This design comes from an exercise in tuning for small area on the open sky130 flow, not from production work. Only simulation tests tie the RTL to the original design; equivalence was not proved. Power figures rest on the tool's default switching activity, not on a simulated workload.

==> v28: inputs <==
==> flow/design.v (excerpt) <==
module data_mem_sweep #(
  parameter int DW    = 8,
  parameter int AW    = 8,
  parameter int DEPTH = 1 << AW,
  parameter int CW    = 16
) (
  input  logic          Clk,
  input  logic          Reset,
  input  logic          WriteEn,
  input  logic          ClearReq,
  input  logic [AW-1:0] DataAddress,
  input  logic [DW-1:0] DataIn,
  output logic [DW-1:0] DataOut,
  output logic          Busy,
  output logic          WrErr,
  output logic [CW-1:0] WrCount
);
==> module data_mem_sweep, before the edit <==
module data_mem_sweep #(
  parameter int DW    = 8,
  parameter int AW    = 8,
  parameter int DEPTH = 1 << AW,
  parameter int CW    = 16
) (
  input  logic          Clk,
  input  logic          Reset,
  input  logic          WriteEn,
  input  logic          ClearReq,
  input  logic [AW-1:0] DataAddress,
  input  logic [DW-1:0] DataIn,
  output logic [DW-1:0] DataOut,
  output logic          Busy,
  output logic          WrErr,
  output logic [CW-1:0] WrCount
);
  logic [7:0] ptr;
  logic wr_ok;
  assign wr_ok = !Busy && WriteEn && !ClearReq;
  logic arr_we;
  assign arr_we = !Reset && (Busy || wr_ok);
  logic [7:0] a;
  assign a = Busy ? ptr : DataAddress;
  logic [DW-1:0] dcol;
  assign dcol = (!Reset && wr_ok) ? DataIn : '0;
  logic [15:0] rhi, rlo, rlo_we;
  always_comb begin
    for (int i = 0; i < 16; i++) begin
      rhi[i]    = (a[7:4] == 4'(i));
      rlo[i]    = (a[3:0] == 4'(i));
      rlo_we[i] = rlo[i] && arr_we;
    end
  end
  logic [255:0]      sel;
  logic [DW*256-1:0] rd_q;
  for (genvar w = 0; w < 256; w++) begin : g_word
    logic hold;
    assign sel[w] = rhi[w/16] && rlo[w%16];
    assign hold   = !(rhi[w/16] && rlo_we[w%16]);
    data_mem_sweep_word #(.DW(DW)) u_word (
      .Clk(Clk), .sel(sel[w]), .hold(hold), .d(dcol), .q(rd_q[DW*w +: DW])
    );
  end
  logic [DW-1:0] grp [21];
  logic [DW-1:0] tail_n;
  for (genvar g = 0; g < 21; g++) begin : g_rd
    data_mem_sweep_rd12 #(.DW(DW)) u_rd (
      .q(rd_q[DW*12*g +: DW*12]), .sel(sel[12*g +: 12]), .y(grp[g])
    );
  end
  data_mem_sweep_rd3 #(.DW(DW)) u_rd_tail (
    .q(rd_q[DW*252 +: DW*3]), .sel(sel[252 +: 3]), .y_n(tail_n)
  );
  always_comb begin
    DataOut = ~tail_n | (rd_q[DW*255 +: DW] & {DW{sel[255]}});
    for (int g = 0; g < 21; g++) DataOut = DataOut | grp[g];
    DataOut = DataOut & {DW{!Busy}};
  end
  always_ff @(posedge Clk) begin
    if (Reset) begin
      ptr     <= '0;
      Busy    <= 1'b1;
      WrErr   <= 1'b0;
      WrCount <= '0;
    end else begin
      WrErr <= WriteEn && !wr_ok;
      if (Busy) begin
        ptr <= ptr + 8'd1;
        if (ptr == 8'hFF) Busy <= 1'b0;
      end else if (ClearReq) begin
        Busy <= 1'b1;
      end
      if (wr_ok && (WrCount != 16'hFFFF)) WrCount <= WrCount + 16'd1;
    end
  end
endmodule
==> module data_mem_sweep_word, before the edit <==
module data_mem_sweep_word #(
  parameter int DW = 8
) (
  input  logic          Clk,
  input  logic          sel,
  input  logic          hold,
  input  logic [DW-1:0] d,
  output logic [DW-1:0] q
);
  always_ff @(posedge Clk) begin
    q <= ({DW{sel}} & d) | ({DW{hold}} & q);
  end
endmodule
==> module data_mem_sweep_rd3, before the edit <==
module data_mem_sweep_rd3 #(
  parameter int DW = 8
) (
  input  logic [DW*3-1:0] q,
  input  logic [2:0]      sel,
  output logic [DW-1:0]   y_n
);
  always_comb begin
    y_n = '0;
    for (int i = 0; i < 3; i++) y_n = y_n | (q[DW*i +: DW] & {DW{sel[i]}});
    y_n = ~y_n;
  end
endmodule
==> module data_mem_sweep_rd12, before the edit <==
module data_mem_sweep_rd12 #(
  parameter int DW = 8
) (
  input  logic [DW*12-1:0] q,
  input  logic [11:0]      sel,
  output logic [DW-1:0]    y
);
  logic [DW-1:0] t_n [4];
  for (genvar k = 0; k < 4; k++) begin : g_rd3
    data_mem_sweep_rd3 #(.DW(DW)) u_rd3 (
      .q(q[DW*3*k +: DW*3]), .sel(sel[3*k +: 3]), .y_n(t_n[k])
    );
  end
  assign y = ~(t_n[0] & t_n[1] & t_n[2] & t_n[3]);
endmodule
clock: 10.0 ns
lec_check: 0
cap_margin: 20
core_margin: 2
core_utilization: 58
cts_buf_list: sky130_fd_sc_hd__clkbuf_8
cts_cluster_diameter: 80
cts_cluster_size: 16
setup_slack_margin: 0.4
slew_margin: 20
synth_hierarchical: 1
run.sh (not shown) runs the stock make flow with config.mk's settings and CLKGATE_MAP_FILE= SYNTH_SCRIPT=/design/flow/synth_recipe.tcl, a recipe that flattens the netlist after the stock synthesis.
==> inputs of v22, as changes to v28 <==
==> flow/flow/run.sh (new file) <==
#!/bin/bash
set -euo pipefail
export BUFFER_PORTS_ARGS="-buffer_cell sky130_fd_sc_hd__buf_1"
export CTS_ARGS="-sink_clustering_enable -repair_clock_nets -sink_clustering_size 16 -sink_clustering_max_diameter 80 -buf_list sky130_fd_sc_hd__clkbuf_8 -dont_use_dummy_load"
bash standard.sh finish > flow_make.log 2>&1
==> flow/standard.sh (new file) <==
#!/bin/bash
# synth_recipe.tcl (not shown) runs the flow's synth.tcl, then flattens the netlist and writes it again
# the make line also repeats each setting of config.mk as NAME=value (left out here)
make -C /OpenROAD-flow-scripts/flow DESIGN_CONFIG=/design/flow/config.mk WORK_HOME=/design/flow/orfs CLKGATE_MAP_FILE= SYNTH_SCRIPT=/design/flow/synth_recipe.tcl "${@:-finish}"
Settings changed: CAP_MARGIN 20 to 10, CELL_PAD_IN_SITES_DETAIL_PLACEMENT from default to 1, CELL_PAD_IN_SITES_GLOBAL_PLACEMENT from default to 1, CORE_UTILIZATION 58 to 45, CTS_BUF_LIST sky130_fd_sc_hd__clkbuf_8 to default, CTS_CLUSTER_DIAMETER 80 to default, CTS_CLUSTER_SIZE 16 to default, PLACE_DENSITY from default to 0.85, SETUP_SLACK_MARGIN 0.4 to default, SLEW_MARGIN 20 to 10.
removed: flow/run.sh
==> inputs of v27, as changes to v28 <==
==> flow/design.v (replaced) <==
module data_mem_sweep #(
  parameter int DW    = 8,
  parameter int AW    = 8,
  parameter int DEPTH = 1 << AW,
  parameter int CW    = 16
) (
  input  logic          Clk,
  input  logic          Reset,
  input  logic          WriteEn,
  input  logic          ClearReq,
  input  logic [AW-1:0] DataAddress,
  input  logic [DW-1:0] DataIn,
  output logic [DW-1:0] DataOut,
  output logic          Busy,
  output logic          WrErr,
  output logic [CW-1:0] WrCount
);
  typedef enum logic {
    CLEAR = 1'b0,
    READY = 1'b1
  } state_t;
  localparam logic [AW:0]   DEPTH_W = (AW+1)'(DEPTH);
  localparam logic [AW-1:0] LAST    = AW'(DEPTH - 1);
  localparam logic [CW-1:0] CNT_MAX = '1;
  state_t        state, state_n;
  logic [AW-1:0] ptr, ptr_n;
  logic          busy_n;
  logic [DW-1:0] core [DEPTH];
  logic addr_ok;
  logic wr_ok;
  logic wr_drop;
  assign addr_ok = ({1'b0, DataAddress} < DEPTH_W);
  assign wr_ok   = (state == READY) && WriteEn && !ClearReq && addr_ok;
  assign wr_drop = WriteEn && !wr_ok;
  always_comb begin
    state_n = state;
    ptr_n   = ptr;
    busy_n  = Busy;
    case (state)
      CLEAR: begin
        ptr_n = ptr + AW'(1);
        if (ptr == LAST) begin
          state_n = READY;
          busy_n  = 1'b0;
          ptr_n   = '0;
        end
      end
      READY: begin
        if (ClearReq) begin
          state_n = CLEAR;
          ptr_n   = '0;
          busy_n  = 1'b1;
        end
      end
      default: begin
        state_n = CLEAR;
        ptr_n   = '0;
        busy_n  = 1'b1;
      end
    endcase
  end
  always_ff @(posedge Clk) begin
    if (Reset) begin
      state   <= CLEAR;
      ptr     <= '0;
      Busy    <= 1'b1;
      WrErr   <= 1'b0;
      WrCount <= '0;
    end else begin
      state <= state_n;
      ptr   <= ptr_n;
      Busy  <= busy_n;
      WrErr <= wr_drop;
      if (wr_ok && (WrCount != CNT_MAX)) begin
        WrCount <= WrCount + CW'(1);
      end
    end
  end
  always_ff @(posedge Clk) begin
    if (!Reset) begin
      if (state == CLEAR) begin
        core[ptr] <= '0;
      end else if (wr_ok) begin
        core[DataAddress] <= DataIn;
      end
    end
  end
  always_comb begin
    DataOut = '0;
    if (!Busy && addr_ok) begin
      DataOut = core[DataAddress];
    end
  end
endmodule
Settings changed: CORE_UTILIZATION 58 to 55, CTS_BUF_LIST sky130_fd_sc_hd__clkbuf_8 to default, CTS_CLUSTER_DIAMETER 80 to default, CTS_CLUSTER_SIZE 16 to default, SETUP_SLACK_MARGIN 0.4 to default, SYNTH_HIERARCHICAL 1 to default.
==> qor summary <==
metric                                                                                            v22             v27             v28
Post-CTS Setup Inserts                                                                              0               0              16
Clock power share                                                                               0.320           0.428           0.323
Highest fanout seen on the critical path                                                           16              21              16
First-pass GRT wire length                                                                     396 mm          317 mm          362 mm
Clock-cell share of area                                                                       0.0261          0.0716          0.0277
Final instance area                                                                      0.0780 sq mm    0.0905 sq mm    0.0786 sq mm
Area used by multi-input combinational logic                                             0.0300 sq mm    0.0179 sq mm    0.0301 sq mm
Outcome                                                                      timing/DRC/antenna clean  timing/DRC/antenna clean  timing/DRC/antenna clean
Flip-flop and latch count                                                                        2074            2075            2074
Post-synthesis share of cell area spent on and, or, nand and nor gates                         0.0564          0.0383          0.0564
Clk pwr                                                                                     0.00395 W       0.00749 W       0.00401 W
Final Skew                                                                                  0.0802 ns       0.0187 ns       0.0311 ns
Clock-pin slew reported for the worst setup and hold paths after clock tree synthesis         0.09 ns         0.06 ns         0.09 ns
Number of antenna violations at the first check in global routing                                  11               5              10
Fin nets                                                                                         6180            4313            6243
Critical Path Start                                                                    DataAddress[6]  DataAddress[5]  DataAddress[0]
Fraction of area in multi-input gates                                                           0.385           0.198           0.383
Overall power                                                                                0.0124 W        0.0175 W        0.0124 W
Total buffers and inverters traversed by the critical path                                          4               2               4
Post-synth top area share                                                                       0.541           0.757           0.541

[static timing again, ports no longer ideal]
The flow's constraints put no driver on any port. The routed layouts listed below were extracted and timed again, unchanged, in two steps.
Step 1 (the two cells are an assumption about what drives the block):
set clk [get_ports {Clk}]
set_driving_cell -lib_cell sky130_fd_sc_hd__clkbuf_16 $clk
set_driving_cell -lib_cell sky130_fd_sc_hd__buf_2 [delete_from_list [all_inputs] $clk]
Step 2 times the ports against the registers' clock, not the clock port: input delays grow and output delays shrink by t, the midpoint of the rising clock arrivals with the driver on.
Slacks: no drivers / after step 1 / after step 2; pairs: no drivers / after step 1.
run	t (ns)	slack for setup (ns)	worst setup path at the end	worst slew at a driven data input, ns	pins driven straight from the clock port
v28	0.987	0.384 / 0.278 / 0.278	input to output	0.22	1
v22	0.999	0.419 / 0.391 / 0.391	input to output	0.14	1
v27	0.915	0.542 / 0.411 / 0.411	input to output	0.13	1
After both steps setup and hold are still met in every run listed. The setup slack of v27, which loses most, moves by -0.131 ns with the drivers and by -0.131 ns with both steps.
